This is an optimization exercise on Yosys and OpenROAD, whose aim is small area, a short achievable clock period and few clock cycles, not a production implementation. Where RTL was checked, it was by simulation tests only, not by an equivalence proof against the original. Only the layout flow was run in run 3; the RTL was not checked for function there. Power and IR drop assume default switching activity.

File: flow/run.sh
#!/bin/bash
# synth_recipe.tcl (not shown) runs the flow's synth.tcl, then flattens the netlist and writes it again
# the make line also repeats each setting of config.mk as NAME=value (left out here)
make -C /OpenROAD-flow-scripts/flow DESIGN_CONFIG=/design/flow/config.mk WORK_HOME=/design/flow/orfs CLKGATE_MAP_FILE= SYNTH_SCRIPT=/design/flow/synth_recipe.tcl finish
File: flow/config.mk
export PLATFORM = sky130hd
export DESIGN_NAME = ipdc_top
export DESIGN_NICKNAME = ipdc_top
export VERILOG_FILES = /design/flow/design.v
export SDC_FILE = /design/flow/constraint.sdc
export NUM_CORES = 4
export LEC_CHECK = 0
export CAP_MARGIN = 20
export CORE_MARGIN = 2
export CORE_UTILIZATION = 70
export CTS_BUF_LIST = sky130_fd_sc_hd__clkbuf_16
export CTS_CLUSTER_DIAMETER = 50
export CTS_CLUSTER_SIZE = 30
export PLACE_DENSITY = 0.8
export SETUP_SLACK_MARGIN = 3.2
export SLEW_MARGIN = 20
File: flow/design.v
`default_nettype none
package ipdc_pkg;
	localparam int unsigned IMG_DIM          = 8;
	localparam int unsigned WIN_DIM          = 4;
	localparam int unsigned IMG_PIXELS       = IMG_DIM * IMG_DIM;
	localparam int unsigned WIN_PIXELS       = WIN_DIM * WIN_DIM;
	localparam int unsigned MAX_ORIGIN_COORD = IMG_DIM - WIN_DIM;
	localparam int unsigned ZOOM_ORIGIN      = 2 * IMG_DIM + 2;
	localparam int unsigned CHROMA_OFFSET    = 1024;
	typedef logic [7:0] channel_t;
	typedef struct packed {
		channel_t b;
		channel_t g;
		channel_t r;
	} pixel_t;
	typedef logic [5:0] pix_addr_t;
	typedef logic [3:0] win_idx_t;
	typedef enum logic [2:0] {
		OP_LOAD    = 3'd0,
		OP_RIGHT   = 3'd1,
		OP_DOWN    = 3'd2,
		OP_DEFAULT = 3'd3,
		OP_ZOOM    = 3'd4,
		OP_MEDIAN  = 3'd5,
		OP_YCBCR   = 3'd6,
		OP_RGB     = 3'd7
	} op_mode_e;
endpackage
`default_nettype wire
`default_nettype none
module image_buffer (
	input  logic             i_clk,
	input  logic             i_wr0,       
	input  logic             i_wr32,      
	input  ipdc_pkg::pixel_t i_wr_data,
	input  logic [15:0]      i_sel,       
	output ipdc_pkg::pixel_t o_tap_data
);
	logic [23:0] ring [64];
	always_ff @(posedge i_clk) begin
		ring[0]  <= i_wr0  ? i_wr_data : ring[63];
		ring[32] <= i_wr32 ? i_wr_data : ring[31];
		for (int p = 1; p < 64; p++) begin
			if (p != 32) ring[p] <= ring[p-1];
		end
	end
	logic [23:0] tap_and [16];
	for (genvar k = 0; k < 16; k++) begin : g_tap
		assign tap_and[k] = ring[4*k+1] & {24{i_sel[k]}};
	end
	assign o_tap_data = tap_and[0] | tap_and[1] | tap_and[2] | tap_and[3]
		| tap_and[4] | tap_and[5] | tap_and[6] | tap_and[7]
		| tap_and[8] | tap_and[9] | tap_and[10] | tap_and[11]
		| tap_and[12] | tap_and[13] | tap_and[14] | tap_and[15];
endmodule
`default_nettype wire
`default_nettype none
module window_origin (
	input  logic [2:0] i_op,
	input  logic [2:0] i_row,
	input  logic [2:0] i_col,
	output logic [2:0] o_row,
	output logic [2:0] o_col
);
	always_comb begin
		o_row = i_row;
		o_col = i_col;
		case (i_op)
			3'd1: if (i_col != 3'd4) o_col = i_col + 3'd1;
			3'd2: if (i_row != 3'd4) o_row = i_row + 3'd1;
			3'd3: begin o_row = 3'd0; o_col = 3'd0; end
			3'd4: begin o_row = 3'd2; o_col = 3'd2; end
			default: ;
		endcase
	end
endmodule
`default_nettype wire
`default_nettype none
module op_ctrl (
	input  logic             i_clk,
	input  logic             i_rst_n,
	input  logic             i_op_valid,
	input  logic [2:0]       i_op_mode,
	input  logic             i_in_valid,
	input  ipdc_pkg::pixel_t i_in_data,
	output logic             o_in_ready,
	output logic             o_wr0,
	output logic             o_wr32,
	output ipdc_pkg::pixel_t o_wr_data,
	output logic             o_rd_valid,    
	output logic             o_rd_ycc,      
	output logic [15:0]      o_sel          
);
	logic        rdy;
	logic        nrdy;       
	logic        ld_act;
	logic        ld_go;
	logic        img_valid;
	logic [5:0]  pcnt;
	logic [5:0]  ph;
	logic [5:0]  u;          
	logic [5:0]  sd;         
	logic        pvlast;
	logic        xv;
	logic        yv;
	logic [2:0]  xm;
	logic [2:0]  ym;
	logic        xr;         
	logic        xd;         
	logic        xf;         
	logic        xz;         
	logic        xl;         
	logic        xc;         
	logic [2:0]  xm_n;
	logic        seq_act;
	logic [3:0]  n;
	logic [3:0]  tap;
	logic [15:0] sel;        
	logic        s1_v;
	logic        s1_pix;
	logic        s1_ycc;
	logic        ymode;
	logic [2:0]  org_r;
	logic [2:0]  org_c;
	logic        r_sat;      
	logic        c_sat;      
	logic        op_acc;
	logic        pix_acc;
	logic        enq;
	logic        p_last;
	logic [2:0]  nr;
	logic [2:0]  nc;
	logic        h_disp;
	logic        h_mode;
	logic        h_load;
	logic        aligned;
	logic [3:0]  tap0;
	logic        start;
	logic        pop;
	logic        w0;
	logic        at32;
	logic        xv_n;
	logic        yv_n;
	logic        ld_act_n;
	logic        ld_go_n;
	logic        pix_rdy;
	logic        safe0;
	logic [15:0] oh_u;
	logic [15:0] oh_ph;
	logic [15:0] sel0;
	logic        rdy_hold;
	logic        rdy_enq;
	logic        rdy_load;
	assign rdy     = ~nrdy;
	assign op_acc  = i_op_valid & rdy & ~ld_act;
	assign pix_acc = i_in_valid & rdy & ld_act;
	assign enq     = op_acc & (i_op_mode != 3'd5);    
	assign p_last  = pcnt == 6'd63;
	assign w0      = pix_acc & (pcnt == 6'd0);         
	assign at32    = (pcnt != 6'd0) & (sd == 6'd31);
	window_origin u_window_origin (
		.i_op  (xm),
		.i_row (org_r),
		.i_col (org_c),
		.o_row (nr),
		.o_col (nc)
	);
	assign h_disp = xr | xd | xf | xz;
	assign h_mode = xc;
	assign h_load = xl;
	assign aligned = (xr & (c_sat ? (u[1:0] == 2'd0) : (u[1:0] == 2'd1)))
		| (xd & (u[1:0] == 2'd0))
		| (xf & (ph[1:0] == 2'd0))
		| (xz & (ph[1:0] == 2'd2));
	always_comb begin
		tap0 = u[5:2];
		if (xd & ~r_sat) tap0 = u[5:2] - 4'd2;
		if (xf)          tap0 = ph[5:2];
		if (xz)          tap0 = {ph[5:4] - 2'd1, ph[3:2]};
	end
	for (genvar k = 0; k < 16; k++) begin : g_sel0
		assign oh_u[k]  = u[5:2] == 4'(k);
		assign oh_ph[k] = ph[5:2] == 4'(k);
		assign sel0[k]  = ((xr | (xd & r_sat)) & oh_u[k])
			| ((xd & ~r_sat) & oh_u[(k + 2) % 16])
			| (xf & oh_ph[k])
			| (xz & oh_ph[(k + 4) % 16]);
	end
	assign start = xv & ~seq_act & aligned;
	assign pop   = start | (xv & h_load) | (xv & ~seq_act & h_mode);
	assign xm_n = pop ? (yv ? ym : i_op_mode) : (xv ? xm : i_op_mode);
	assign xv_n = pop ? (yv | enq) : (xv | enq);
	assign yv_n = pop ? (yv & enq) : (yv | (xv & enq));
	assign ld_act_n = ld_act ? ~(pix_acc & p_last) : (op_acc & (i_op_mode == 3'd0));
	assign ld_go_n  = ld_act_n & (ld_go | (pop & h_load));
	logic [5:0] pc;         
	logic [1:0] sc;
	logic [1:0] sq;
	logic [3:0] fail;
	assign sc = n[3:2];
	assign sq = n[1:0];
	assign pc = (sq == 2'd0) ? {4'(tap - 4'd1), 2'b01} : {tap, 2'b01};
	assign fail[0] = pc < 6'(2'd3 - sq);
	assign fail[1] = (sc <= 2'd2) & (pc >= 6'd4)  & (pc < 6'd11 - 6'(sq));
	assign fail[2] = (sc <= 2'd1) & (pc >= 6'd8)  & (pc < 6'd19 - 6'(sq));
	assign fail[3] = (sc == 2'd0) & (pc >= 6'd12) & (pc < 6'd27 - 6'(sq));
	assign safe0   = ~seq_act | (fail == 4'd0);
	always_comb begin
		if (!(ld_go | (pop & h_load))) begin
			pix_rdy = 1'b0;
		end else if (pcnt == 6'd0) begin
			pix_rdy = safe0;
		end else begin
			pix_rdy = ~seq_act & (sd[4:0] == 5'd30);
		end
	end
	assign rdy_hold = pop | ~yv;                        
	assign rdy_enq  = ~(pop ? yv : (yv | xv));           
	assign rdy_load = ld_act ? (pix_acc | pix_rdy)
		: (op_acc ? ((i_op_mode == 3'd0) ? 1'b0 : (i_op_mode == 3'd5) ? rdy_hold : rdy_enq)
			: rdy_hold);
	always_ff @(posedge i_clk or negedge i_rst_n) begin
		if (!i_rst_n) begin
			nrdy      <= 1'b0;
			ld_act    <= 1'b0;
			ld_go     <= 1'b0;
			img_valid <= 1'b0;
			pcnt      <= '0;
			ph        <= '0;
			u         <= '0;
			pvlast    <= 1'b0;
			xv        <= 1'b0;
			yv        <= 1'b0;
			r_sat     <= 1'b0;
			c_sat     <= 1'b0;
			seq_act   <= 1'b0;
			s1_v      <= 1'b0;
			ymode     <= 1'b0;
			org_r     <= '0;
			org_c     <= '0;
		end else begin
			nrdy      <= ~rdy_load;
			ld_act    <= ld_act_n;
			ld_go     <= ld_go_n;
			img_valid <= img_valid | pvlast;
			pcnt      <= pcnt + 6'(pix_acc);
			ph        <= w0 ? 6'd0 : ph + 6'd1;
			if (w0) begin
				u <= 6'd0 - {org_r, org_c};
			end else if (start) begin
				u <= {tap0, 2'b01};
			end else begin
				u <= u + 6'd1;
			end
			pvlast    <= pix_acc & p_last;
			xv        <= xv_n;
			yv        <= yv_n;
			if (start) begin
				seq_act <= 1'b1;
				r_sat   <= nr == 3'd4;
				c_sat   <= nc == 3'd4;
				s1_v    <= 1'b1;
				org_r   <= nr;
				org_c   <= nc;
			end else if (seq_act) begin
				s1_v    <= 1'b1;
				if (n == 4'd15) seq_act <= 1'b0;
			end else if (pop && h_mode) begin
				s1_v    <= 1'b1;
				ymode   <= ~xm[0];
			end else if (pvlast) begin
				s1_v    <= 1'b1;
			end else begin
				s1_v    <= 1'b0;
			end
		end
	end
	always_ff @(posedge i_clk) begin
		if (w0) begin
			sd <= 6'd63;
		end else if (!pix_acc) begin
			sd <= sd + 6'd1;
		end
		xm <= xm_n;
		if (pop | ~xv) begin
			xr <= xm_n == 3'd1;
			xd <= xm_n == 3'd2;
			xf <= xm_n == 3'd3;
			xz <= xm_n == 3'd4;
			xl <= xm_n == 3'd0;
			xc <= xm_n[2] & xm_n[1];
		end
		ym <= (yv & ~pop) ? ym : i_op_mode;
		if (start) begin
			n      <= 4'd1;
			tap    <= tap0;
			sel    <= img_valid ? sel0 : 16'd0;
			s1_pix <= 1'b1;
			s1_ycc <= ymode;
		end else if (seq_act) begin
			n      <= n + 4'd1;
			if (n[1:0] == 2'd0) begin
				tap <= tap - 4'd1;
				sel <= {sel[0], sel[15:1]};
			end
		end else begin
			s1_pix <= 1'b0;
			sel    <= '0;
		end
	end
	assign o_in_ready  = rdy;
	assign o_wr0       = pix_acc & ~at32;
	assign o_wr32      = pix_acc & at32;
	assign o_wr_data   = i_in_data;
	assign o_rd_valid  = s1_v;
	assign o_rd_ycc    = s1_ycc & s1_pix;
	assign o_sel       = sel;
endmodule
`default_nettype wire
`default_nettype none
module color_output (
	input  logic             i_clk,
	input  logic             i_rst_n,
	input  logic             i_valid,
	input  logic             i_ycc,      
	input  ipdc_pkg::pixel_t i_pixel,
	output logic             o_out_valid,
	output ipdc_pkg::pixel_t o_out_data
);
	logic [7:0] r;
	logic [7:0] g;
	logic [7:0] b;
	logic [7:0] rn;
	logic [7:0] gn;
	logic [7:0] bn;
	logic [8:0] y_a;
	logic [8:0] y_b;
	logic       y_c;
	logic [8:0] s3_y_a;
	logic [8:0] s3_y_b;
	logic       s3_y_c;
	logic [8:0] y_s;
	logic [8:0] cb_a;
	logic [8:0] cb_b;
	logic       cb_c;
	logic [8:0] s3_cb_a;
	logic [8:0] s3_cb_b;
	logic       s3_cb_c;
	logic [8:0] cb_s;
	logic [8:0] cr_a;
	logic [8:0] cr_b;
	logic       cr_c;
	logic [8:0] s3_cr_a;
	logic [8:0] s3_cr_b;
	logic       s3_cr_c;
	logic [8:0] cr_s;
	logic t1;
	logic t2;
	logic t3;
	logic t4;
	logic t5;
	logic t6;
	logic t7;
	logic t8;
	logic t9;
	logic t10;
	logic t11;
	logic t12;
	logic t13;
	logic t14;
	logic t15;
	logic t16;
	logic t17;
	logic t18;
	logic t19;
	logic t20;
	logic t21;
	logic t22;
	logic t23;
	logic t24;
	logic t25;
	logic t26;
	logic t27;
	logic t28;
	logic t29;
	logic t30;
	logic t31;
	logic t32;
	logic t33;
	logic t34;
	logic t35;
	logic t36;
	logic t37;
	logic t38;
	logic t39;
	logic t40;
	logic t41;
	logic t42;
	logic t43;
	logic t44;
	logic t45;
	logic t46;
	logic t47;
	logic t48;
	logic t49;
	logic t50;
	logic t51;
	logic t52;
	logic t53;
	logic t54;
	logic t55;
	logic t56;
	logic t57;
	logic t58;
	logic t59;
	logic t60;
	logic t61;
	logic t62;
	logic t63;
	logic t64;
	logic t65;
	logic t66;
	logic t67;
	logic t68;
	logic t69;
	logic t70;
	logic t71;
	logic t72;
	logic t73;
	logic t74;
	logic t75;
	logic t76;
	logic t77;
	logic t78;
	logic t79;
	logic t80;
	logic t81;
	logic t82;
	logic t83;
	logic t84;
	logic t85;
	logic t86;
	logic t87;
	logic t88;
	logic t89;
	logic t90;
	logic t91;
	logic t92;
	logic t93;
	logic t94;
	logic t95;
	logic t96;
	logic t97;
	logic t98;
	logic t99;
	logic t100;
	logic t101;
	logic t102;
	logic t103;
	logic t104;
	logic t105;
	logic t106;
	logic t107;
	logic t108;
	logic t109;
	logic t110;
	logic t111;
	logic t112;
	logic t113;
	logic t114;
	logic t115;
	logic t116;
	logic t117;
	logic t118;
	logic t119;
	logic t120;
	logic t121;
	logic t122;
	logic t123;
	logic t124;
	logic t125;
	logic t126;
	logic t127;
	logic t128;
	logic t129;
	logic t130;
	logic t131;
	logic t132;
	logic t133;
	logic t134;
	logic t135;
	logic t136;
	logic t137;
	logic t138;
	logic t139;
	logic t140;
	logic t141;
	logic t142;
	logic t143;
	logic t144;
	logic t145;
	logic t146;
	logic t147;
	logic t148;
	logic t149;
	logic t150;
	logic t151;
	logic t152;
	logic t153;
	logic t154;
	logic t155;
	logic t156;
	logic t157;
	logic t158;
	logic t159;
	logic t160;
	logic t161;
	logic t162;
	logic t163;
	logic t164;
	logic t165;
	logic t166;
	logic t167;
	logic t168;
	logic t169;
	logic t170;
	logic t171;
	logic t172;
	logic t173;
	logic t174;
	logic t175;
	logic t176;
	logic t177;
	logic t178;
	logic t179;
	logic t180;
	logic t181;
	logic t182;
	logic t183;
	logic t184;
	logic t185;
	logic t186;
	logic t187;
	logic t188;
	logic t189;
	logic t190;
	logic t191;
	logic t192;
	logic t193;
	logic t194;
	logic t195;
	logic t196;
	logic t197;
	logic t198;
	logic t199;
	logic t200;
	logic t201;
	logic t202;
	logic t203;
	logic t204;
	logic t205;
	logic t206;
	logic t207;
	logic t208;
	logic t209;
	logic t210;
	logic t211;
	logic t212;
	logic t213;
	logic t214;
	logic t215;
	logic t216;
	logic t217;
	logic t218;
	logic t219;
	logic t220;
	logic t221;
	logic t222;
	logic t223;
	logic t224;
	logic t225;
	logic t226;
	logic t227;
	logic t228;
	logic t229;
	logic t230;
	logic t231;
	logic t232;
	logic t233;
	logic t234;
	logic t235;
	logic t236;
	logic t237;
	logic t238;
	logic t239;
	logic t240;
	logic t241;
	logic t242;
	logic t243;
	logic t244;
	logic t245;
	logic t246;
	logic t247;
	logic t248;
	logic t249;
	logic t250;
	logic t251;
	logic t252;
	logic t253;
	logic t254;
	logic t255;
	logic t256;
	logic t257;
	logic t258;
	logic t259;
	logic t260;
	logic t261;
	logic t262;
	logic t263;
	logic t264;
	logic t265;
	logic t266;
	logic t267;
	logic t268;
	logic t269;
	logic t270;
	logic t271;
	logic t272;
	logic t273;
	logic t274;
	logic t275;
	logic t276;
	logic t277;
	logic t278;
	logic t279;
	logic t280;
	logic t281;
	logic t282;
	logic t283;
	logic t284;
	logic t285;
	logic t286;
	logic t287;
	logic t288;
	logic t289;
	logic t290;
	logic t291;
	logic t292;
	logic t293;
	logic t294;
	logic t295;
	logic t296;
	logic t297;
	logic t298;
	logic t299;
	logic t300;
	logic t301;
	logic t302;
	logic t303;
	logic t304;
	logic t305;
	logic t306;
	logic t307;
	logic t308;
	logic t309;
	logic t310;
	logic t311;
	logic t312;
	logic t313;
	logic t314;
	logic t315;
	logic t316;
	logic t317;
	logic t318;
	logic t319;
	logic t320;
	logic t321;
	logic t322;
	logic t323;
	logic t324;
	logic t325;
	logic t326;
	logic t327;
	logic t328;
	logic t329;
	logic t330;
	logic t331;
	logic t332;
	logic t333;
	assign r  = i_pixel[7:0];
	assign g  = i_pixel[15:8];
	assign b  = i_pixel[23:16];
	assign rn = ~r;
	assign gn = ~g;
	assign bn = ~b;
	always_comb begin
		t1 = r[1] ^ g[0];
		t2 = r[1] & g[0];
		t3 = r[2] ^ g[1];
		t4 = r[2] & g[1];
		t5 = r[3] ^ g[2];
		t6 = r[3] & g[2];
		t7 = r[4] ^ g[3];
		t8 = r[4] & g[3];
		t9 = r[5] ^ g[4];
		t10 = r[5] & g[4];
		t11 = r[6] ^ g[5];
		t12 = r[6] & g[5];
		t13 = t1 ^ g[2];
		t14 = t1 & g[2];
		t15 = t2 ^ t3 ^ g[3];
		t16 = (t2 & t3) | (t2 & g[3]) | (t3 & g[3]);
		t17 = t4 ^ t5 ^ g[4];
		t18 = (t4 & t5) | (t4 & g[4]) | (t5 & g[4]);
		t19 = t6 ^ t7 ^ g[5];
		t20 = (t6 & t7) | (t6 & g[5]) | (t7 & g[5]);
		t21 = t8 ^ t9 ^ g[6];
		t22 = (t8 & t9) | (t8 & g[6]) | (t9 & g[6]);
		t23 = t10 ^ t11 ^ g[7];
		t24 = (t10 & t11) | (t10 & g[7]) | (t11 & g[7]);
		t25 = t12 ^ r[7] ^ g[6];
		t26 = (t12 & r[7]) | (t12 & g[6]) | (r[7] & g[6]);
		t27 = r[0] & g[1];
		t28 = r[0] ^ g[1];
		t29 = t13 & 1'b1;
		t30 = t13 ^ 1'b1;
		t31 = t28 & g[0];
		t32 = t29 | (t30 & t27);
		t33 = t30 & t28;
		y_a = {1'b0, 1'b0, t26, t24, t22, t20, t18, t16, t14};
		y_b = {1'b0, 1'b0, g[7], t25, t23, t21, t19, t17, t15};
		y_c = t32;
		t34 = b[0] ^ rn[2];
		t35 = b[0] & rn[2];
		t36 = b[1] ^ rn[3];
		t37 = b[1] & rn[3];
		t38 = b[2] ^ rn[4];
		t39 = b[2] & rn[4];
		t40 = b[3] ^ rn[5];
		t41 = b[3] & rn[5];
		t42 = b[4] ^ rn[6];
		t43 = b[4] & rn[6];
		t44 = b[5] ^ rn[7];
		t45 = b[5] & rn[7];
		t46 = b[6] ^ gn[7];
		t47 = b[6] & gn[7];
		t48 = rn[1] ^ gn[0];
		t49 = rn[1] & gn[0];
		t50 = ~(t34 ^ gn[1]);
		t51 = t34 | gn[1];
		t52 = t35 ^ t36 ^ gn[2];
		t53 = (t35 & t36) | (t35 & gn[2]) | (t36 & gn[2]);
		t54 = t37 ^ t38 ^ gn[3];
		t55 = (t37 & t38) | (t37 & gn[3]) | (t38 & gn[3]);
		t56 = t39 ^ t40 ^ gn[4];
		t57 = (t39 & t40) | (t39 & gn[4]) | (t40 & gn[4]);
		t58 = t41 ^ t42 ^ gn[5];
		t59 = (t41 & t42) | (t41 & gn[5]) | (t42 & gn[5]);
		t60 = t43 ^ t44 ^ gn[6];
		t61 = (t43 & t44) | (t43 & gn[6]) | (t44 & gn[6]);
		t62 = ~(t45 ^ t46);
		t63 = t45 | t46;
		t64 = t47 ^ b[7];
		t65 = t47 & b[7];
		t66 = rn[0] & 1'b1;
		t67 = rn[0] ^ 1'b1;
		t68 = t48 & 1'b1;
		t69 = t48 ^ 1'b1;
		t70 = t49 & t50;
		t71 = t49 ^ t50;
		t72 = t68 | (t69 & t66);
		t73 = t69 & t67;
		t74 = t70 | (t71 & t68);
		t75 = t71 & t69;
		t76 = t74 | (t75 & t66);
		cb_a = {1'b0, t65, t63, t61, t59, t57, t55, t53, t51};
		cb_b = {1'b0, 1'b0, t64, t62, t60, t58, t56, t54, t52};
		cb_c = t76;
		t77 = r[1] ^ gn[2];
		t78 = r[1] & gn[2];
		t79 = r[2] ^ gn[3];
		t80 = r[2] & gn[3];
		t81 = r[3] ^ gn[4];
		t82 = r[3] & gn[4];
		t83 = r[4] ^ gn[5];
		t84 = r[4] & gn[5];
		t85 = r[5] ^ gn[6];
		t86 = r[5] & gn[6];
		t87 = r[0] ^ gn[1];
		t88 = r[0] & gn[1];
		t89 = t77 ^ gn[3] ^ bn[3];
		t90 = (t77 & gn[3]) | (t77 & bn[3]) | (gn[3] & bn[3]);
		t91 = t78 ^ t79 ^ gn[4];
		t92 = (t78 & t79) | (t78 & gn[4]) | (t79 & gn[4]);
		t93 = t80 ^ t81 ^ gn[5];
		t94 = (t80 & t81) | (t80 & gn[5]) | (t81 & gn[5]);
		t95 = t82 ^ t83 ^ gn[6];
		t96 = (t82 & t83) | (t82 & gn[6]) | (t83 & gn[6]);
		t97 = t84 ^ t85 ^ gn[7];
		t98 = (t84 & t85) | (t84 & gn[7]) | (t85 & gn[7]);
		t99 = t86 ^ r[6];
		t100 = t86 & r[6];
		t101 = gn[0] ^ gn[1];
		t102 = gn[0] & gn[1];
		t103 = t87 ^ gn[2] ^ bn[2];
		t104 = (t87 & gn[2]) | (t87 & bn[2]) | (gn[2] & bn[2]);
		t105 = ~(t88 ^ t89);
		t106 = t88 | t89;
		t107 = t90 ^ t91 ^ bn[4];
		t108 = (t90 & t91) | (t90 & bn[4]) | (t91 & bn[4]);
		t109 = t92 ^ t93 ^ bn[5];
		t110 = (t92 & t93) | (t92 & bn[5]) | (t93 & bn[5]);
		t111 = t94 ^ t95 ^ bn[6];
		t112 = (t94 & t95) | (t94 & bn[6]) | (t95 & bn[6]);
		t113 = t96 ^ t97 ^ bn[7];
		t114 = (t96 & t97) | (t96 & bn[7]) | (t97 & bn[7]);
		t115 = t98 ^ t99 ^ gn[7];
		t116 = (t98 & t99) | (t98 & gn[7]) | (t99 & gn[7]);
		t117 = t100 ^ r[7];
		t118 = t100 & r[7];
		t119 = gn[0] & bn[0];
		t120 = gn[0] ^ bn[0];
		t121 = t101 & bn[1];
		t122 = t101 ^ bn[1];
		t123 = t102 & t103;
		t124 = t102 ^ t103;
		t125 = t121 | (t122 & t119);
		t126 = t122 & t120;
		t127 = t123 | (t124 & t121);
		t128 = t124 & t122;
		t129 = t127 | (t128 & t119);
		cr_a = {1'b0, t118, t116, t114, t112, t110, t108, t106, t104};
		cr_b = {1'b0, 1'b0, t117, t115, t113, t111, t109, t107, t105};
		cr_c = t129;
	end
	logic s3_v;
	always_ff @(posedge i_clk or negedge i_rst_n) begin
		if (!i_rst_n) begin
			s3_v        <= 1'b0;
			o_out_valid <= 1'b0;
		end else begin
			s3_v        <= i_valid;
			o_out_valid <= s3_v;
		end
	end
	always_ff @(posedge i_clk) begin
		s3_y_a <= i_ycc ? y_a : {1'b0, r};
		s3_y_b <= i_ycc ? y_b : 9'd0;
		s3_y_c <= i_ycc & y_c;
		s3_cb_a <= i_ycc ? cb_a : {1'b0, g};
		s3_cb_b <= i_ycc ? cb_b : 9'd0;
		s3_cb_c <= i_ycc & cb_c;
		s3_cr_a <= i_ycc ? cr_a : {1'b0, b};
		s3_cr_b <= i_ycc ? cr_b : 9'd0;
		s3_cr_c <= i_ycc & cr_c;
	end
	always_comb begin
		t130 = s3_y_a[0] & s3_y_b[0];
		t131 = s3_y_a[0] ^ s3_y_b[0];
		t132 = s3_y_a[1] & s3_y_b[1];
		t133 = s3_y_a[1] ^ s3_y_b[1];
		t134 = s3_y_a[2] & s3_y_b[2];
		t135 = s3_y_a[2] ^ s3_y_b[2];
		t136 = s3_y_a[3] & s3_y_b[3];
		t137 = s3_y_a[3] ^ s3_y_b[3];
		t138 = s3_y_a[4] & s3_y_b[4];
		t139 = s3_y_a[4] ^ s3_y_b[4];
		t140 = s3_y_a[5] & s3_y_b[5];
		t141 = s3_y_a[5] ^ s3_y_b[5];
		t142 = s3_y_a[6] & s3_y_b[6];
		t143 = s3_y_a[6] ^ s3_y_b[6];
		t144 = s3_y_a[7] & s3_y_b[7];
		t145 = s3_y_a[7] ^ s3_y_b[7];
		t146 = s3_y_a[8] & s3_y_b[8];
		t147 = s3_y_a[8] ^ s3_y_b[8];
		t148 = t130 | (t131 & s3_y_c);
		t149 = t132 | (t133 & t130);
		t150 = t133 & t131;
		t151 = t134 | (t135 & t132);
		t152 = t135 & t133;
		t153 = t136 | (t137 & t134);
		t154 = t137 & t135;
		t155 = t138 | (t139 & t136);
		t156 = t139 & t137;
		t157 = t140 | (t141 & t138);
		t158 = t141 & t139;
		t159 = t142 | (t143 & t140);
		t160 = t143 & t141;
		t161 = t144 | (t145 & t142);
		t162 = t145 & t143;
		t163 = t146 | (t147 & t144);
		t164 = t147 & t145;
		t165 = t149 | (t150 & s3_y_c);
		t166 = t151 | (t152 & t148);
		t167 = t153 | (t154 & t149);
		t168 = t154 & t150;
		t169 = t155 | (t156 & t151);
		t170 = t156 & t152;
		t171 = t157 | (t158 & t153);
		t172 = t158 & t154;
		t173 = t159 | (t160 & t155);
		t174 = t160 & t156;
		t175 = t161 | (t162 & t157);
		t176 = t162 & t158;
		t177 = t163 | (t164 & t159);
		t178 = t164 & t160;
		t179 = t167 | (t168 & s3_y_c);
		t180 = t169 | (t170 & t148);
		t181 = t171 | (t172 & t165);
		t182 = t173 | (t174 & t166);
		t183 = t175 | (t176 & t167);
		t184 = t176 & t168;
		t185 = t177 | (t178 & t169);
		t186 = t178 & t170;
		t187 = t183 | (t184 & s3_y_c);
		t188 = t185 | (t186 & t148);
		t189 = t131 ^ s3_y_c;
		t190 = t133 ^ t148;
		t191 = t135 ^ t165;
		t192 = t137 ^ t166;
		t193 = t139 ^ t179;
		t194 = t141 ^ t180;
		t195 = t143 ^ t181;
		t196 = t145 ^ t182;
		t197 = t147 ^ t187;
		y_s = {t197, t196, t195, t194, t193, t192, t191, t190, t189};
		t198 = s3_cb_a[0] & s3_cb_b[0];
		t199 = s3_cb_a[0] ^ s3_cb_b[0];
		t200 = s3_cb_a[1] & s3_cb_b[1];
		t201 = s3_cb_a[1] ^ s3_cb_b[1];
		t202 = s3_cb_a[2] & s3_cb_b[2];
		t203 = s3_cb_a[2] ^ s3_cb_b[2];
		t204 = s3_cb_a[3] & s3_cb_b[3];
		t205 = s3_cb_a[3] ^ s3_cb_b[3];
		t206 = s3_cb_a[4] & s3_cb_b[4];
		t207 = s3_cb_a[4] ^ s3_cb_b[4];
		t208 = s3_cb_a[5] & s3_cb_b[5];
		t209 = s3_cb_a[5] ^ s3_cb_b[5];
		t210 = s3_cb_a[6] & s3_cb_b[6];
		t211 = s3_cb_a[6] ^ s3_cb_b[6];
		t212 = s3_cb_a[7] & s3_cb_b[7];
		t213 = s3_cb_a[7] ^ s3_cb_b[7];
		t214 = s3_cb_a[8] & s3_cb_b[8];
		t215 = s3_cb_a[8] ^ s3_cb_b[8];
		t216 = t198 | (t199 & s3_cb_c);
		t217 = t200 | (t201 & t198);
		t218 = t201 & t199;
		t219 = t202 | (t203 & t200);
		t220 = t203 & t201;
		t221 = t204 | (t205 & t202);
		t222 = t205 & t203;
		t223 = t206 | (t207 & t204);
		t224 = t207 & t205;
		t225 = t208 | (t209 & t206);
		t226 = t209 & t207;
		t227 = t210 | (t211 & t208);
		t228 = t211 & t209;
		t229 = t212 | (t213 & t210);
		t230 = t213 & t211;
		t231 = t214 | (t215 & t212);
		t232 = t215 & t213;
		t233 = t217 | (t218 & s3_cb_c);
		t234 = t219 | (t220 & t216);
		t235 = t221 | (t222 & t217);
		t236 = t222 & t218;
		t237 = t223 | (t224 & t219);
		t238 = t224 & t220;
		t239 = t225 | (t226 & t221);
		t240 = t226 & t222;
		t241 = t227 | (t228 & t223);
		t242 = t228 & t224;
		t243 = t229 | (t230 & t225);
		t244 = t230 & t226;
		t245 = t231 | (t232 & t227);
		t246 = t232 & t228;
		t247 = t235 | (t236 & s3_cb_c);
		t248 = t237 | (t238 & t216);
		t249 = t239 | (t240 & t233);
		t250 = t241 | (t242 & t234);
		t251 = t243 | (t244 & t235);
		t252 = t244 & t236;
		t253 = t245 | (t246 & t237);
		t254 = t246 & t238;
		t255 = t251 | (t252 & s3_cb_c);
		t256 = t253 | (t254 & t216);
		t257 = t199 ^ s3_cb_c;
		t258 = t201 ^ t216;
		t259 = t203 ^ t233;
		t260 = t205 ^ t234;
		t261 = t207 ^ t247;
		t262 = t209 ^ t248;
		t263 = t211 ^ t249;
		t264 = t213 ^ t250;
		t265 = t215 ^ t255;
		cb_s = {t265, t264, t263, t262, t261, t260, t259, t258, t257};
		t266 = s3_cr_a[0] & s3_cr_b[0];
		t267 = s3_cr_a[0] ^ s3_cr_b[0];
		t268 = s3_cr_a[1] & s3_cr_b[1];
		t269 = s3_cr_a[1] ^ s3_cr_b[1];
		t270 = s3_cr_a[2] & s3_cr_b[2];
		t271 = s3_cr_a[2] ^ s3_cr_b[2];
		t272 = s3_cr_a[3] & s3_cr_b[3];
		t273 = s3_cr_a[3] ^ s3_cr_b[3];
		t274 = s3_cr_a[4] & s3_cr_b[4];
		t275 = s3_cr_a[4] ^ s3_cr_b[4];
		t276 = s3_cr_a[5] & s3_cr_b[5];
		t277 = s3_cr_a[5] ^ s3_cr_b[5];
		t278 = s3_cr_a[6] & s3_cr_b[6];
		t279 = s3_cr_a[6] ^ s3_cr_b[6];
		t280 = s3_cr_a[7] & s3_cr_b[7];
		t281 = s3_cr_a[7] ^ s3_cr_b[7];
		t282 = s3_cr_a[8] & s3_cr_b[8];
		t283 = s3_cr_a[8] ^ s3_cr_b[8];
		t284 = t266 | (t267 & s3_cr_c);
		t285 = t268 | (t269 & t266);
		t286 = t269 & t267;
		t287 = t270 | (t271 & t268);
		t288 = t271 & t269;
		t289 = t272 | (t273 & t270);
		t290 = t273 & t271;
		t291 = t274 | (t275 & t272);
		t292 = t275 & t273;
		t293 = t276 | (t277 & t274);
		t294 = t277 & t275;
		t295 = t278 | (t279 & t276);
		t296 = t279 & t277;
		t297 = t280 | (t281 & t278);
		t298 = t281 & t279;
		t299 = t282 | (t283 & t280);
		t300 = t283 & t281;
		t301 = t285 | (t286 & s3_cr_c);
		t302 = t287 | (t288 & t284);
		t303 = t289 | (t290 & t285);
		t304 = t290 & t286;
		t305 = t291 | (t292 & t287);
		t306 = t292 & t288;
		t307 = t293 | (t294 & t289);
		t308 = t294 & t290;
		t309 = t295 | (t296 & t291);
		t310 = t296 & t292;
		t311 = t297 | (t298 & t293);
		t312 = t298 & t294;
		t313 = t299 | (t300 & t295);
		t314 = t300 & t296;
		t315 = t303 | (t304 & s3_cr_c);
		t316 = t305 | (t306 & t284);
		t317 = t307 | (t308 & t301);
		t318 = t309 | (t310 & t302);
		t319 = t311 | (t312 & t303);
		t320 = t312 & t304;
		t321 = t313 | (t314 & t305);
		t322 = t314 & t306;
		t323 = t319 | (t320 & s3_cr_c);
		t324 = t321 | (t322 & t284);
		t325 = t267 ^ s3_cr_c;
		t326 = t269 ^ t284;
		t327 = t271 ^ t301;
		t328 = t273 ^ t302;
		t329 = t275 ^ t315;
		t330 = t277 ^ t316;
		t331 = t279 ^ t317;
		t332 = t281 ^ t318;
		t333 = t283 ^ t323;
		cr_s = {t333, t332, t331, t330, t329, t328, t327, t326, t325};
	end
	always_ff @(posedge i_clk) begin
		o_out_data[7:0]   <= y_s[8]  ? 8'hff : y_s[7:0];
		o_out_data[15:8]  <= cb_s[8] ? 8'hff : cb_s[7:0];
		o_out_data[23:16] <= cr_s[8] ? 8'hff : cr_s[7:0];
	end
endmodule
`default_nettype wire
`default_nettype none
module ipdc_top (
	input  logic             i_clk,
	input  logic             i_rst_n,
	input  logic             i_op_valid,
	input  logic [2:0]       i_op_mode,
	input  logic             i_in_valid,
	input  ipdc_pkg::pixel_t i_in_data,
	output logic             o_in_ready,
	output logic             o_out_valid,
	output ipdc_pkg::pixel_t o_out_data
);
	logic             wr0;
	logic             wr32;
	ipdc_pkg::pixel_t wr_data;
	logic             rd_valid;
	logic             rd_ycc;
	logic [15:0]      sel;
	ipdc_pkg::pixel_t tap_data;
	logic             s2_v;
	logic             s2_ycc;
	ipdc_pkg::pixel_t s2_d;
	op_ctrl u_op_ctrl (
		.i_clk       (i_clk),
		.i_rst_n     (i_rst_n),
		.i_op_valid  (i_op_valid),
		.i_op_mode   (i_op_mode),
		.i_in_valid  (i_in_valid),
		.i_in_data   (i_in_data),
		.o_in_ready  (o_in_ready),
		.o_wr0       (wr0),
		.o_wr32      (wr32),
		.o_wr_data   (wr_data),
		.o_rd_valid  (rd_valid),
		.o_rd_ycc    (rd_ycc),
		.o_sel       (sel)
	);
	image_buffer u_image_buffer (
		.i_clk      (i_clk),
		.i_wr0      (wr0),
		.i_wr32     (wr32),
		.i_wr_data  (wr_data),
		.i_sel      (sel),
		.o_tap_data (tap_data)
	);
	always_ff @(posedge i_clk or negedge i_rst_n) begin
		if (!i_rst_n) begin
			s2_v   <= 1'b0;
			s2_ycc <= 1'b0;
		end else begin
			s2_v   <= rd_valid;
			s2_ycc <= rd_ycc;
		end
	end
	always_ff @(posedge i_clk) begin
		s2_d <= tap_data;
	end
	color_output u_color_output (
		.i_clk       (i_clk),
		.i_rst_n     (i_rst_n),
		.i_valid     (s2_v),
		.i_ycc       (s2_ycc),
		.i_pixel     (s2_d),
		.o_out_valid (o_out_valid),
		.o_out_data  (o_out_data)
	);
endmodule
`default_nettype wire
File: flow/constraint.sdc
create_clock -name core_clock -period 5.5 [get_ports {i_clk}]
set_input_delay 1.1000 -clock core_clock [delete_from_list [all_inputs] [get_ports {i_clk}]]
set_output_delay 1.1000 -clock core_clock [all_outputs]
set_load 0.01 [all_outputs]
==> qor.yml, run 1 <==
status: "timing/DRC/antenna clean"
wirelength_mm: 84.3
ir_drop_uv: 342
fmax_mhz: 429
grt_setup_unrepaired: "yes"
yosysUniqueCellTypes: 62
synth-seq-cells: 1716
async_flop_share_pct: 2.33
place_ws_ps: 2160
crit_type: "register to register"
hp-class: "register to register"
cp-end-kind: "register"
pwr_density_cell_nw_per_um2: 559
fp.dieH_um: 250
num_antenna_cells: 0
cts_max_level: 3
nFillCells: 3101
num_io_pins: 57
drt_iter0_drc: 1571
synth-edff-count: 30
syn-num-nets: 2900
antenna_found_initial: 2
core_area_sq_um: 60100
rows: 90
grt_use_total_pct: 27.1
drive_above_1_share_pct: 10.3
postCtsHoldBufs: 0
die_area_sq_um: 62500
viasPerCell: 5.55
numPortBuffers: 56
ys.flop_type: "dfxtp_1"
initial_core_util_pct: 70.4
place_hpwl_mm: 46.8
avgSynthCellArea_sq_um: 15.3
final.setup.tns_ps: 0
reg2reg_slack_ps: 3170
grt_pass1_wl_mm: 128
clock_path_buffers: 3
drv_cap: 0
syn_inst: 2767
tightest_slew_ps: 914
area_delta_synth_final_pct: 11.3
grt_start_max_net_pins: 66
path_max_fanout: 16
synth_warnings: 7
fin_ws_ps: 3170
power.leakage_nw: 19.2
period_needed_ps: 2330
whs_path_depth: 0
wl_per_cell_um: 22.6
synthesis.area_sq_um: 42400
cts_root_buffer: "clkbuf_16"
slew_headroom_pct: 39.0
drcViolationCount: 0
cts_buffers: 91
final_hold_viol_count: 0
gr-total-overflow: 0
start_kind: "register"
fin_nets: 3010
crit_arrival_ps: 2750
gp_congestion: 0.881
fin_skew_ps: 36.0
tritoncts: "yes"
setup_viol: 0
rr_worst_depth: 4
clkTransAtPathRegs_ps: 110
drv_slew: 0
ant_nets: 0
required_ps: 5920
first_pass_iters: 7
vias: 20700
clock_sinks: 1716
period_share_pct: 42.4
grt_pass1_vias: 21600
yosysSeqAreaShare_pct: 82.3
die_w_um: 250
clk_latency_ps: 660
## flip-flops by register name, summed over array words and instances (netlist names), 3 cells and up
| signal | flops |
|---|---|
| u_color_output.s3_y_a | 8 |
| u_color_output.s3_cb_b | 7 |
| s2_d | 24 |
| u_op_ctrl.pcnt | 6 |
| u_op_ctrl.n | 4 |
| u_op_ctrl.ym | 3 |
| u_op_ctrl.sel | 16 |
| u_op_ctrl.xm | 3 |
| u_op_ctrl.u | 6 |
| u_color_output.s3_cb_a | 8 |
| u_color_output.s3_cr_a | 8 |
| u_color_output.s3_cr_b | 7 |
| u_color_output.s3_y_b | 7 |
| u_op_ctrl.ph | 6 |
| u_color_output.o_out_data | 24 |
| u_op_ctrl.org_r | 3 |
| u_op_ctrl.org_c | 3 |
| u_op_ctrl.sd | 6 |
| u_op_ctrl.tap | 4 |
| u_image_buffer.ring | 1536 |
## logic make-up (layout without fill, tap and decap cells)
logic type / Yosys count / count (layout) / synth area share, %
adders and majority gates: 102 / 102 / 3.46
and+or+nand+nor: 303 / 303 / 3.49
buffers and inverters: 170 / 351 / 1.54
muxes: 66 / 66 / 1.72
AOI/OAI and AO/OA: 374 / 374 / 6.77
DFF: 1716 / 1716 / 82.3
xor gates and xnor gates: 36 / 36 / 0.744
## path summary, 6_finish.rpt
check,start,endpoint
worst min register to register,u_image_buffer.ring[8][18]$_DFF_P_,u_image_buffer.ring[9][18]$_DFF_P_
min in group asynchronous,i_rst_n,s2_v$_DFF_PN0_
worst min-delay path,u_image_buffer.ring[8][18]$_DFF_P_,u_image_buffer.ring[9][18]$_DFF_P_
worst max-delay path,u_op_ctrl.sel[7]$_DFFE_PP_,s2_d[10]$_DFF_P_
max in group asynchronous,i_rst_n,u_op_ctrl.org_c[0]$_DFFE_PN0N_
worst max register to register,u_op_ctrl.sel[7]$_DFFE_PP_,s2_d[10]$_DFF_P_
## where the power goes
| part | switching [mW] | leakage [nW] | internal [mW] | total (mW) |
|---|---|---|---|---|
| combinational | 2.48 | 3.57 | 1.36 | 3.84 |
| sequential | 0.982 | 14.1 | 13.6 | 14.6 |
| clock | 4.38 | 1.58 | 3.51 | 7.89 |
## Yosys cell counts (8+ instances only)
cell	count	area [sq um]
xor2_1	19	166
nor2_1	67	251
nor3_1	15	75.1
mux2i_1	12	120
o21ai_0	57	285
dfrtp_1	40	1000
inv_1	86	323
mux2_1	8	90.1
a21oi_1	43	215
a221oi_1	97	850
ha_1	77	963
o21a_1	9	67.6
nand4_1	27	169
nand2b_1	9	56.3
clkbuf_1	74	278
xnor2_1	17	149
mux2_2	46	518
a22oi_1	11	82.6
and2_1	13	81.3
dfxtp_1	1646	33000
nand3_1	24	120
edfxtp_1	30	901
nand2_1	91	342
nor2b_1	33	206
a22o_1	101	885
fa_1	25	500
## cell type report
cell class                      count  area, sq um  share of cell area, %
Tap cell                          782          978                   2.08
Clock buffer                       96         2400                   5.10
Inverter                           88          337                  0.714
Sequential cell                  1716        34900                   73.9
Multi-Input combinational cell    881         6960                   14.8
Timing Repair Buffer               99          801                   1.70
Clock inverter                     68          815                   1.73
## per-layer routing
metal	track usage (%)	part of all wire, %	vias up
li1	-	-	9555
met1	36.6	44	10300
met5	0	0	-
met2	45.8	49	684
met4	9.05	2.8	0
met3	3.54	4.9	169
## placed cells by master (no fill, tap or decap), types with 27 or more instances in the layout
cell type / n
dfxtp_1: 1645
a22o_1: 101
a221oi_1: 97
clkbuf_16: 96
nand2_1: 89
inv_1: 84
ha_1: 75
nor2_1: 64
o21ai_0: 55
mux2_2: 46
a21oi_1: 42
buf_4: 39
dfrtp_1: 38
nor2b_1: 33
edfxtp_1: 30
clkdlybuf4s50_1: 29
nand4_1: 27
## worst max-delay path, cell delays in order (launching register included)
cell      delay, ps
edfxtp_1        720
buf_4           390
a22o_1          240
a221oi_1        330
nand4_1         400
## timing repair
| item | 4_1_cts | 5_1_grt |
|---|---|---|
| endpoints found under the hold margin | 0 | 0 |
| endpoints found under the setup margin | 114 | 47 |
| cloned | 1 | 0 |
| buffers inserted | 8 | 15 |
| gates resized for setup | 117 | 19 |
| pin swaps | 3 | 6 |
## per-stage QoR
step	hold slack (ps)	power (mW)	instance area [sq um]	util [%]	std cells
after global placement	310	18.3	43700	72.7	3542
final	308	26.3	47100	78.4	3730
after floorplan	310	16.7	42400	-	2767
after global routing	315	27.3	47100	78.4	3730
after CTS	306	26.2	47000	78.1	3715
after detailed placement	312	18.5	43700	72.7	3542
Testbench counts, summed over its fixed seeds: cycles 6,749.
==> run 2: changes to the inputs <==
--- a/flow/design.v
+++ b/flow/design.v
@@ -102,2 +102,3 @@
 	logic [5:0]  sd;         
+	logic [15:0] selc;       
 	logic        pvlast;
@@ -116,3 +117,2 @@
 	logic [3:0]  n;
-	logic [3:0]  tap;
 	logic [15:0] sel;        
@@ -195,3 +195,2 @@
 	assign ld_go_n  = ld_act_n & (ld_go | (pop & h_load));
-	logic [5:0] pc;         
 	logic [1:0] sc;
@@ -199,9 +198,9 @@
 	logic [3:0] fail;
-	assign sc = n[3:2];
-	assign sq = n[1:0];
-	assign pc = (sq == 2'd0) ? {4'(tap - 4'd1), 2'b01} : {tap, 2'b01};
-	assign fail[0] = pc < 6'(2'd3 - sq);
-	assign fail[1] = (sc <= 2'd2) & (pc >= 6'd4)  & (pc < 6'd11 - 6'(sq));
-	assign fail[2] = (sc <= 2'd1) & (pc >= 6'd8)  & (pc < 6'd19 - 6'(sq));
-	assign fail[3] = (sc == 2'd0) & (pc >= 6'd12) & (pc < 6'd27 - 6'(sq));
+	assign sc   = n[3:2];
+	assign sq   = n[1:0];
+	assign selc = (sq == 2'd0) ? {sel[0], sel[15:1]} : sel;
+	assign fail[0] = ~sq[1] & selc[0];
+	assign fail[1] = (sc <= 2'd2) & (selc[1] | (~sq[1] & selc[2]));
+	assign fail[2] = (sc <= 2'd1) & (selc[2] | selc[3] | (~sq[1] & selc[4]));
+	assign fail[3] = (sc == 2'd0) & (selc[3] | selc[4] | selc[5] | (~sq[1] & selc[6]));
 	assign safe0   = ~seq_act | (fail == 4'd0);
@@ -295,3 +294,2 @@
 			n      <= 4'd1;
-			tap    <= tap0;
 			sel    <= img_valid ? sel0 : 16'd0;
@@ -302,3 +300,2 @@
 			if (n[1:0] == 2'd0) begin
-				tap <= tap - 4'd1;
 				sel <= {sel[0], sel[15:1]};
--- a/flow/config.mk
+++ b/flow/config.mk
@@ -9,3 +9,3 @@
 export CORE_MARGIN = 2
-export CORE_UTILIZATION = 70
+export CORE_UTILIZATION = 60
 export CTS_BUF_LIST = sky130_fd_sc_hd__clkbuf_16
@@ -13,3 +13,3 @@
 export CTS_CLUSTER_SIZE = 30
-export PLACE_DENSITY = 0.8
+export PLACE_DENSITY = 0.7
 export SETUP_SLACK_MARGIN = 3.2
==> run 2 against run 1 <==
Fmax is 0.60% higher. First-iteration DRC count is 9.7% lower. Largest power group unchanged. Critical path depth is 2 lower. Combinational power is 21% lower. Synthesized area is 0.40% lower. Global-route usage is 5.3 points lower. Sequential share of layout area is 2.0 points lower. Setup slack better by 14 ps. Clock skew is 8.9 ps lower. Synthesized cell count is 0.61% lower. Via count is 3.6% lower.
==> qor.yml, run 2 <==
status: "timing/DRC/antenna clean"
tritoncts: "yes"
syn-num-nets: 2882
fin_nets: 3012
start_kind: "register"
synth-seq-cells: 1712
area_delta_synth_final_pct: 14.3
final_hold_viol_count: 0
wirelength_mm: 78.7
fmax_mhz: 431
drive_above_1_share_pct: 12.8
crit_type: "register to output pin"
antenna_found_initial: 5
syn_inst: 2750
largest_reg_flops: 1536
reg_top3: "u_image_buffer.ring: 1536 flops, s2_d: 24 flops, u_color_output.o_out_data: 24 flops"
core_area_sq_um: 69800
place_inst: 3679
fp.dieH_um: 269
path_max_fanout: 2
wl_per_cell_um: 20.1
viasPerCell: 5.11
synth_compound_area_share_pct: 7.04
rows: 97
synth_top_cell_area_share_pct: 78.4
yosysMostFrequentCell: "dfxtp_1"
synth-simple-area-share_pct: 3.34
synth_warnings: 7
synth-xor-area-share_pct: 0.602
synth-adder-area-share_pct: 3.44
drv_cap: 0
crit_family: "flip-flops"
async_flop_share_pct: 2.34
num_io_pins: 57
synth.area.mux_share_pct: 1.79
initial_core_util_pct: 60.4
synth_common_cells: "dfxtp_1 (1653), a22o_1 (107), a221oi_1 (98)"
multi_input_area_sq_um: 7020
cp_slowest_stage_delay_ps: 380
clkTransAtPathRegs_ps: 110
final_util_pct: 69.1
cts_buffers: 105
nFillCells: 4543
ant_nets: 0
first_pass_iters: 6
final_cells: 3911
place_hpwl_mm: 44.5
yosysUniqueCellTypes: 73
regMostFlops: "u_image_buffer.ring"
drt_iter0_drc: 1418
grt_setup_unrepaired: "yes"
power.leakage_nw: 19.5
ys.flop_type: "dfxtp_1"
crit_arrival_ps: 1220
die_area_sq_um: 72400
ir_drop_uv: 350
numPortBuffers: 56
vias: 20000
cts_root_buffer: "clkbuf_16"
pwr_density_cell_nw_per_um2: 549
synth-edff-count: 19
drcViolationCount: 0
critPathSlowestCell: "dfrtp_1"
crit_buf_inv: 2
layout_commonest_cell: "dfxtp_1"
grt_start_max_net_pins: 68
clk_latency_ps: 690
final-seq-area_sq_um: 34700
synthTopCellsByArea: "dfxtp_1 (78%), dfrtp_1 (2.4%), ha_1 (2.3%)"
gr-total-overflow: 0
required_ps: 4400
die_w_um: 269
cp-end-kind: "output pin"
period_needed_ps: 2320
gp_congestion: 0.824
clock_path_buffers: 3
hp-class: "register to register"
slew_headroom_pct: 33.6
fin_skew_ps: 27.1
mostFrequentLayoutCells: "dfxtp_1 (1646), a22o_1 (107), clkbuf_16 (106)"
clock_sinks: 1712
yosysSeqAreaShare_pct: 82.2
drv_slew: 0
grt_pass1_wl_mm: 121
final.setup.tns_ps: 0
synthesis.area_sq_um: 42200
period_share_pct: 42.1
postCtsHoldBufs: 0
setup_viol: 0
tightest_slew_ps: 996
synth_top_family_by_area: "compound AO/OA/AOI/OAI gates"
grt_use_total_pct: 21.8
grt_pass1_vias: 20500
cts_max_level: 3
avgSynthCellArea_sq_um: 15.3
crit_chain: "inv_2, buf_6"
synth_largest_area_cell: "dfxtp_1"
run 2: cell types whose count changed after synthesis, moves of 6 or more:
| cell | previous run | this run |
|---|---|---|
| mux2_2 | 46 | 55 |
| nor2_1 | 67 | 74 |
| o21ai_0 | 57 | 50 |
| edfxtp_1 | 30 | 19 |
| a22o_1 | 101 | 107 |
| dfxtp_1 | 1646 | 1653 |
| mux2_1 | 8 | 0 |
| o22ai_1 | 5 | 16 |
| clkbuf_1 | 74 | 67 |
| nand2_1 | 91 | 81 |
run 2: per-layer routing:
layer	vias to the layer above	GRT usage (%)	routed length (um)
li1	9557	-	-
met1	9843	31.0	37200
met2	449	34.6	36300
met3	119	3.46	3420
met4	2	6.42	1670
met5	-	0	13
run 2: layout make-up:
class	count	share of cell area [%]
antenna	1	0.00519
clock buffer	106	5.50
clock inverter	91	3.13
inverter	86	0.695
multi-input combinational	873	14.6
sequential	1712	71.9
tap	940	2.44
timing repair buffer	102	1.76
run 2: repair_timing:
action                                  CTS  global route
pin swaps                                 5             8
setup buffers                            17            13
cloned                                    4             0
resized for setup                       131            24
endpoints found under the setup margin  121            38
run 2: worst paths after layout:
check / slack, ps / start / depth (start not counted) / endpoint
worst max-delay path: 3180 / u_op_ctrl.nrdy$_DFF_PN0_ / 2 / o_in_ready
worst min-delay path: 300 / u_image_buffer.ring[4][14]$_DFF_P_ / 0 / u_image_buffer.ring[5][14]$_DFF_P_
worst max register to register: 3260 / u_op_ctrl.u[0]$_DFF_PN0_ / 8 / u_op_ctrl.sel[14]$_DFFE_PP_
worst min register to register: 300 / u_image_buffer.ring[4][14]$_DFF_P_ / 0 / u_image_buffer.ring[5][14]$_DFF_P_
max in group asynchronous: 4280 / i_rst_n / 1 / u_op_ctrl.seq_act$_DFF_PN0_
min in group asynchronous: 550 / i_rst_n / 1 / u_op_ctrl.org_c[2]$_DFFE_PN0N_
run 2: power breakdown:
part / internal [mW] / total (mW) / leakage (nW) / switching [mW]
clock: 4.10 / 9.03 / 1.98 / 4.93
combinational: 1.16 / 3.05 / 3.51 / 1.89
sequential: 13.5 / 14.4 / 14.0 / 0.879
run 2: logic make-up (layout without fill, tap and decap cells):
group / after synthesis / in the layout
compound gates: 380 / 380
other cells: 0 / 1
mux: 68 / 68
fa+ha+maj: 101 / 101
simple gates: 291 / 295
xor+xnor: 29 / 29
flops: 1712 / 1712
buf+inv: 169 / 385
run 2: metrics by stage:
stage               hold WS (ps)  area [sq um]  power (mW)  worst slack, ps
floorplan                    310         42200        16.1             3190
global placement             310         43700        17.3             1870
detailed placement           312         43700        17.5             1770
CTS                          313         48000        26.5             3150
global route                 316         48200        27.5             3140
finish                       302         48200        26.5             3180
run 2: worst register-to-register path, stage by stage (launching register included):
cell and delay, ps:
dfrtp_1 400, inv_1 90, ha_4 180, mux2_4 290, a221oi_4 240, or3_4 200
clkinvlp_4 130, and2_4 230, a22o_1 220
Testbench counts of run 2, summed over its fixed seeds: cycles 6,749.
==> run 3: changes to the inputs <==
--- a/flow/design.v
+++ b/flow/design.v
@@ -159,2 +159,3 @@
 	assign w0      = pix_acc & (pcnt == 6'd0);         
+	assign sd      = ph - pcnt;
 	assign at32    = (pcnt != 6'd0) & (sd == 6'd31);
@@ -277,7 +278,2 @@
 	always_ff @(posedge i_clk) begin
-		if (w0) begin
-			sd <= 6'd63;
-		end else if (!pix_acc) begin
-			sd <= sd + 6'd1;
-		end
 		xm <= xm_n;
==> run 3 against run 2 <==
Critical path depth grew 8. Setup slack got worse by 420 ps. Flip-flop and latch count fell by 6. Sequential share of layout area barely moved. Synthesized area decreased by 0.10%. Register-to-register slack lost 500 ps.
==> qor.yml, run 3 <==
status: "timing/DRC/antenna clean"
slew_headroom_pct: 23.6
cts_buffers: 103
clk_latency_ps: 680
synth_top_cell_area_share_pct: 78.2
grt_start_max_net_pins: 67
regMostFlops: "u_image_buffer.ring"
num_io_pins: 57
total_power_mw: 24.0
area_delta_synth_final_pct: 14.0
start_kind: "register"
final_hold_viol_count: 0
cts_max_level: 3
postCtsHoldBufs: 0
synth_common_cells: "dfxtp_1 (1647), a22o_1 (100), a221oi_1 (98)"
period_needed_ps: 2740
drcViolationCount: 0
core_area_sq_um: 69800
crit_buf_inv: 3
fin_skew_ps: 39.2
setup_viol: 0
path_max_fanout: 11
yosysSeqAreaShare_pct: 82.0
period_share_pct: 49.8
async_flop_share_pct: 2.34
timing.rr.start: "u_op_ctrl.ph[2]$_DFF_PN0_"
num_antenna_cells: 0
gr-total-overflow: 0
crit_arrival_ps: 3290
vias: 20000
wirelength_mm: 79.5
cts_root_buffer: "clkbuf_16"
synthesis.area_sq_um: 42100
avgSynthCellArea_sq_um: 15.2
synthTopCellsByArea: "dfxtp_1 (78%), dfrtp_1 (2.4%), ha_1 (2.3%)"
critPathSlowestCell: "dfrtp_2"
first_pass_iters: 5
viasPerCell: 5.11
largest_reg_flops: 1536
cp-end-kind: "register"
crit_chain: "ha_2, nor2_1, a21oi_1, xor2_1, nand4_1, buf_4, nor3_4, buf_6, buf_12, mux2_4"
tightest_slew_ps: 1150
ir_drop_uv: 310
hp-start: "u_image_buffer.ring[23][7]$_DFF_P_"
synth_largest_area_cell: "dfxtp_1"
drv_slew: 0
hp-class: "register to register"
gp_congestion: 0.860
die_area_sq_um: 72400
tritoncts: "yes"
synth-seq-cells: 1706
drive_above_1_share_pct: 12.5
ys.flop_type: "dfxtp_1"
cp-startpoint: "u_op_ctrl.ph[2]$_DFF_PN0_"
syn_inst: 2768
fmax_mhz: 365
grt_pass1_vias: 20100
pwr_density_cell_nw_per_um2: 500
yosysUniqueCellTypes: 70
nFillCells: 4562
die_w_um: 269
grt_use_total_pct: 22.1
drt_iter0_drc: 1276
rows: 97
synth-edff-count: 19
grt_setup_unrepaired: "yes"
clkTransAtPathRegs_ps: 110
initial_core_util_pct: 60.4
required_ps: 6050
crit_family: "flip-flops"
cp_slowest_stage_delay_ps: 510
synth_warnings: 7
syn-num-nets: 2904
clock_path_buffers: 3
place_hpwl_mm: 44.0
crit_type: "register to register"
wl_per_cell_um: 20.3
grt_pass1_wl_mm: 120
numPortBuffers: 56
power.leakage_nw: 19.6
ant_nets: 0
final.setup.tns_ps: 0
fp.dieH_um: 269
layout_commonest_cell: "dfxtp_1"
drv_cap: 0
clock_sinks: 1706
antenna_found_initial: 3
yosysMostFrequentCell: "dfxtp_1"
mostFrequentLayoutCells: "dfxtp_1 (1640), clkbuf_16 (103), a22o_1 (100)"
fin_nets: 3026
reg_top3: "u_image_buffer.ring: 1536 flops, s2_d: 24 flops, u_color_output.o_out_data: 24 flops"
[run 3: cell count changes after synthesis, sizes merged, moves of 4 or more]
cell	previous run	this run
nand3	20	10
a32oi	1	10
inv	85	92
a21oi	40	47
nand2	81	93
xor2	16	21
nor2	74	79
o21ai	51	65
a22o	108	104
o22ai	16	8
dfxtp	1653	1647
nor3	13	9
[run 3: per-layer routing]
layer  vias to the layer above  routed length, um  global-route usage (%)
li1                       9589                  -                       -
met1                      9841              37700                    31.5
met4                         0               1480                    5.74
met2                       475              36900                    35.9
met3                        98               3480                    3.21
met5                         -                  0                       0
[run 3: cell families after synthesis]
group	Yosys count	share of synthesized area [%]
adders and majority gates	105	3.58
xor gates and xnor gates	34	0.707
buffers and inverters	176	1.64
muxes	68	1.78
DFF	1706	82.0
AOI/OAI and AO/OA	382	6.90
and+or+nand+nor	297	3.42
[run 3: what timing repair did]
item                                    in CTS  in global routing
pin swaps                                    8                 15
cloned                                       8                  0
endpoints found under the setup margin     118                 85
setup buffers                               15                  7
resized for setup                          157                 43
endpoints found under the hold margin        0                  0
[run 3: area by class of cell]
| class | count | area, sq um | area share [%] |
|---|---|---|---|
| flip-flops and latches | 1706 | 34600 | 71.9 |
| repair inverters | 1 | 5.00 | 0.0104 |
| clock inverters | 87 | 1240 | 2.59 |
| clock buffers | 103 | 2580 | 5.36 |
| multi-input cells | 887 | 7200 | 15.0 |
| well taps | 940 | 1180 | 2.45 |
| repair buffers | 99 | 937 | 1.95 |
| inverters | 92 | 352 | 0.732 |
[run 3: power by group]
| part | switching, mW | leakage, nW | internal [mW] |
|---|---|---|---|
| combinational | 0.575 | 3.68 | 0.560 |
| clock | 4.72 | 1.85 | 3.96 |
| sequential | 0.572 | 14.1 | 13.7 |
| total | 5.86 | 19.6 | 18.2 |
[run 3: worst paths after layout]
path | end | slack, ps | cells past startpoint
worst min register to register | u_image_buffer.ring[24][7]$_DFF_P_ | 300 | 0
min in group asynchronous | u_op_ctrl.pcnt[5]$_DFF_PN0_ | 430 | 1
worst min-delay path | u_image_buffer.ring[24][7]$_DFF_P_ | 300 | 0
max in group asynchronous | u_op_ctrl.ph[3]$_DFF_PN0_ | 4620 | 1
worst max-delay path | u_image_buffer.ring[32][21]$_DFF_P_ | 2760 | 10
worst max register to register | u_image_buffer.ring[32][21]$_DFF_P_ | 2760 | 10
[run 3: worst reg2reg max path, stage by stage, from the launching register on]
cell and delay, ps:
dfrtp_2 510, ha_2 420, nor2_1 80, a21oi_1 190, xor2_1 250, nand4_1 170, buf_4 180, nor3_4 150
buf_6 170, buf_12 160, mux2_4 350
[run 3: metrics by stage]
| step | area (sq um) | setup WS, ps | utilization [%] | std cells | hold slack (ps) |
|---|---|---|---|---|---|
| 5_1_grt | 48100 | 2690 | 68.9 | 3915 | 315 |
| 2_1_floorplan | 42200 | 2950 | - | 2768 | 310 |
| 6_report | 48100 | 2760 | 68.9 | 3915 | 304 |
| 4_1_cts | 47900 | 2730 | 68.6 | 3908 | 321 |
| 3_3_place_gp | 43700 | 2490 | 62.6 | 3695 | 310 |
| 3_5_place_dp | 43700 | 2330 | 62.6 | 3695 | 312 |
==> run 4: changes to the inputs <==
--- a/flow/design.v
+++ b/flow/design.v
@@ -159,3 +159,2 @@
 	assign w0      = pix_acc & (pcnt == 6'd0);         
-	assign sd      = ph - pcnt;
 	assign at32    = (pcnt != 6'd0) & (sd == 6'd31);
@@ -278,2 +277,7 @@
 	always_ff @(posedge i_clk) begin
+		if (w0) begin
+			sd <= 6'd63;
+		end else if (!pix_acc) begin
+			sd <= sd + 6'd1;
+		end
 		xm <= xm_n;
--- a/flow/config.mk
+++ b/flow/config.mk
@@ -11,4 +11,4 @@
 export CTS_BUF_LIST = sky130_fd_sc_hd__clkbuf_16
-export CTS_CLUSTER_DIAMETER = 50
-export CTS_CLUSTER_SIZE = 30
+export CTS_CLUSTER_DIAMETER = 55
+export CTS_CLUSTER_SIZE = 32
 export PLACE_DENSITY = 0.7
==> run 4 against run 3 <==
Setup slack gained 440 ps. Flip-flop and latch count grew 6. First-iteration DRC count grew 9.6%. Final cell count shrank 1.3%. Routed wire length shrank 3.0%. Global-route usage shrank 0.87 points. Register-to-register slack gained 500 ps. Synthesized cell count shrank 0.65%. Sequential power is essentially flat. Combinational power grew to 2.7 times the previous value. Fmax grew 19%. Die area grew 0.10%. Largest power group unchanged. Highest routed layer is now met5.
==> qor.yml, run 4 <==
area_delta_synth_final_pct: 12.0
regMostFlops: "u_image_buffer.ring"
start_kind: "register"
vias: 19800
required_ps: 4400
synth_warnings: 7
synth-seq-cells: 1712
clkTransAtPathRegs_ps: 100
drv_slew: 0
status: "timing/DRC/antenna clean"
initial_core_util_pct: 60.4
final_util_pct: 67.7
synthTopCellsByArea: "dfxtp_1 (78%), dfrtp_1 (2.4%), ha_1 (2.3%)"
postCtsHoldBufs: 0
cts_root_buffer: "clkbuf_16"
avgSynthCellArea_sq_um: 15.3
period_share_pct: 41.8
total_power_mw: 25.2
yosysUniqueCellTypes: 73
gp_congestion: 0.824
syn-num-nets: 2882
met3WireLength_mm: 3.85
num_io_pins: 57
ant_nets: 0
largest_reg_flops: 1536
final_hold_viol_count: 0
core_area_sq_um: 69800
wl_met1_mm: 36.4
period_needed_ps: 2300
antenna_found_initial: 4
wl_per_cell_um: 20.0
numPortBuffers: 56
ir_drop_uv: 347
drive_above_1_share_pct: 11.3
fp.dieH_um: 269
clock_path_buffers: 3
gr-total-overflow: 0
grt_pass1_wl_mm: 118
cts_buffers: 86
power.leakage_nw: 19.1
drt_iter0_drc: 1398
grt_setup_unrepaired: "yes"
reg_top3: "u_image_buffer.ring: 1536 flops, s2_d: 24 flops, u_color_output.o_out_data: 24 flops"
drcViolationCount: 0
synth_top_cell_area_share_pct: 78.4
first_pass_iters: 6
cts_max_level: 3
grt_pass1_vias: 20000
path_max_fanout: 2
clock_sinks: 1712
ys.flop_type: "dfxtp_1"
layout_commonest_cell: "dfxtp_1"
syn_inst: 2750
die_area_sq_um: 72400
hp-class: "register to register"
crit_arrival_ps: 1200
final.setup.tns_ps: 0
setup_viol: 0
clk_latency_ps: 660
die_w_um: 269
mostFrequentLayoutCells: "dfxtp_1 (1646), a22o_1 (107), a221oi_1 (97)"
yosysSeqAreaShare_pct: 82.2
fin_skew_ps: 23.4
wl_met2_mm: 35.4
fmax_mhz: 435
rows: 97
grt_start_max_net_pins: 68
pwr_density_cell_nw_per_um2: 534
viasPerCell: 5.11
synth_common_cells: "dfxtp_1 (1653), a22o_1 (107), a221oi_1 (98)"
yosysMostFrequentCell: "dfxtp_1"
synth-edff-count: 19
synthesis.area_sq_um: 42200
slew_headroom_pct: 30.2
tritoncts: "yes"
async_flop_share_pct: 2.34
top_layer: "met5"
cp-end-kind: "output pin"
crit_type: "register to output pin"
place_hpwl_mm: 44.5
drv_cap: 0
tightest_slew_ps: 1050
synth_largest_area_cell: "dfxtp_1"
fin_nets: 2990
wirelength_mm: 77.1
grt_use_total_pct: 21.3
nFillCells: 4666
==> run 4: path summary, 6_finish.rpt <==
| check | end | startpoint | cells after the start | slack (ps) |
|---|---|---|---|---|
| min | u_image_buffer.ring[5][14]$_DFF_P_ | u_image_buffer.ring[4][14]$_DFF_P_ | 0 | 310 |
| max reg2reg | s2_d[8]$_DFF_P_ | u_op_ctrl.sel[8]$_DFFE_PP_ | 4 | 3260 |
| min in group asynchronous | u_op_ctrl.org_c[2]$_DFFE_PN0N_ | i_rst_n | 1 | 580 |
| max | o_in_ready | u_op_ctrl.nrdy$_DFF_PN0_ | 2 | 3200 |
| min reg2reg | u_image_buffer.ring[5][14]$_DFF_P_ | u_image_buffer.ring[4][14]$_DFF_P_ | 0 | 310 |
| max in group asynchronous | u_op_ctrl.seq_act$_DFF_PN0_ | i_rst_n | 1 | 4280 |
==> run 4: through the flow <==
stage	hold WS, ps	setup slack, ps	instance area [sq um]	cells
3_3_place_gp	310	1870	43700	3679
4_1_cts	309	3190	47100	3852
2_1_floorplan	310	3190	42200	2750
5_1_grt	321	3150	47200	3862
6_report	313	3200	47200	3863
3_5_place_dp	312	1770	43700	3679
==> run 4: layout make-up <==
| cell class | instances | area (sq um) | share of cell area [%] |
|---|---|---|---|
| antenna | 1 | 2.50 | 0.00530 |
| clock buffer | 90 | 2250 | 4.77 |
| clock inverter | 62 | 981 | 2.08 |
| inverter | 86 | 335 | 0.710 |
| multi-input combinational | 872 | 7000 | 14.8 |
| sequential | 1712 | 34700 | 73.4 |
| tap | 940 | 1180 | 2.49 |
| timing repair buffer | 100 | 807 | 1.71 |
==> run 4: kinds of logic (layout without fill, tap and decap cells) <==
| family | count (synthesis) | in the layout | synth area share, % |
|---|---|---|---|
| AO/OA/AOI/OAI | 380 | 380 | 7.04 |
| XOR/XNOR | 29 | 29 | 0.602 |
| adder cells (fa/ha/maj) | 101 | 101 | 3.44 |
| buffers and inverters | 169 | 338 | 1.61 |
| flip-flops | 1712 | 1712 | 82.2 |
| multiplexers | 68 | 68 | 1.79 |
| other | 0 | 1 | 0 |
| AND/OR/NAND/NOR | 291 | 294 | 3.34 |
==> run 4: power by group <==
| part | switching, mW | internal [mW] |
|---|---|---|
| logic | 1.88 | 1.15 |
| registers | 0.878 | 13.5 |
| clock network | 4.37 | 3.44 |
==> run 4: worst max-delay path: stages (launching register included) <==
cell,delay (ps)
dfrtp_1,390
inv_2,70
buf_6,100
==> run 4: routing by layer <==
layer  up-vias  track usage (%)
met5         -                0
met2       445             33.8
met3       108             3.80
li1       9483                -
met4         2             5.37
met1      9716             30.5
==> run 4: repair_timing <==
action / 4_1_cts / 5_1_grt
endpoints found under the setup margin: 123 / 55
resized for setup: 130 / 20
cloned: 3 / 0
pin swaps: 5 / 9
setup buffers: 18 / 10
Testbench counts of run 4, summed over its fixed seeds: cycles 6,749.

-- re-timing with driven ports --
The flow's constraints put no driver on any port. The routed layouts listed below were extracted and timed again, unchanged, in two steps.
Step 1 sets driving cells, clkbuf_16 on the clock port and buf_2 on the other inputs (assumed; they add their load-dependent delay and slew).
Step 2, shift: input delay + t, output delay - t, t = (earliest + latest rising clock arrival at the registers) / 2. This alone moves slack from input paths to output paths.
a / b / c = ideal / step 1 / step 2; a / b = the first two.
run	shift t [ns]	slack for setup (ns)
run 1	0.706	3.168 / 3.156 / 2.574
run 2	0.744	3.182 / 3.115 / 2.699
run 3	0.724	2.759 / 2.759 / 2.532
run 4	0.716	3.199 / 3.133 / 2.713
After both steps setup and hold are still met in every run listed.
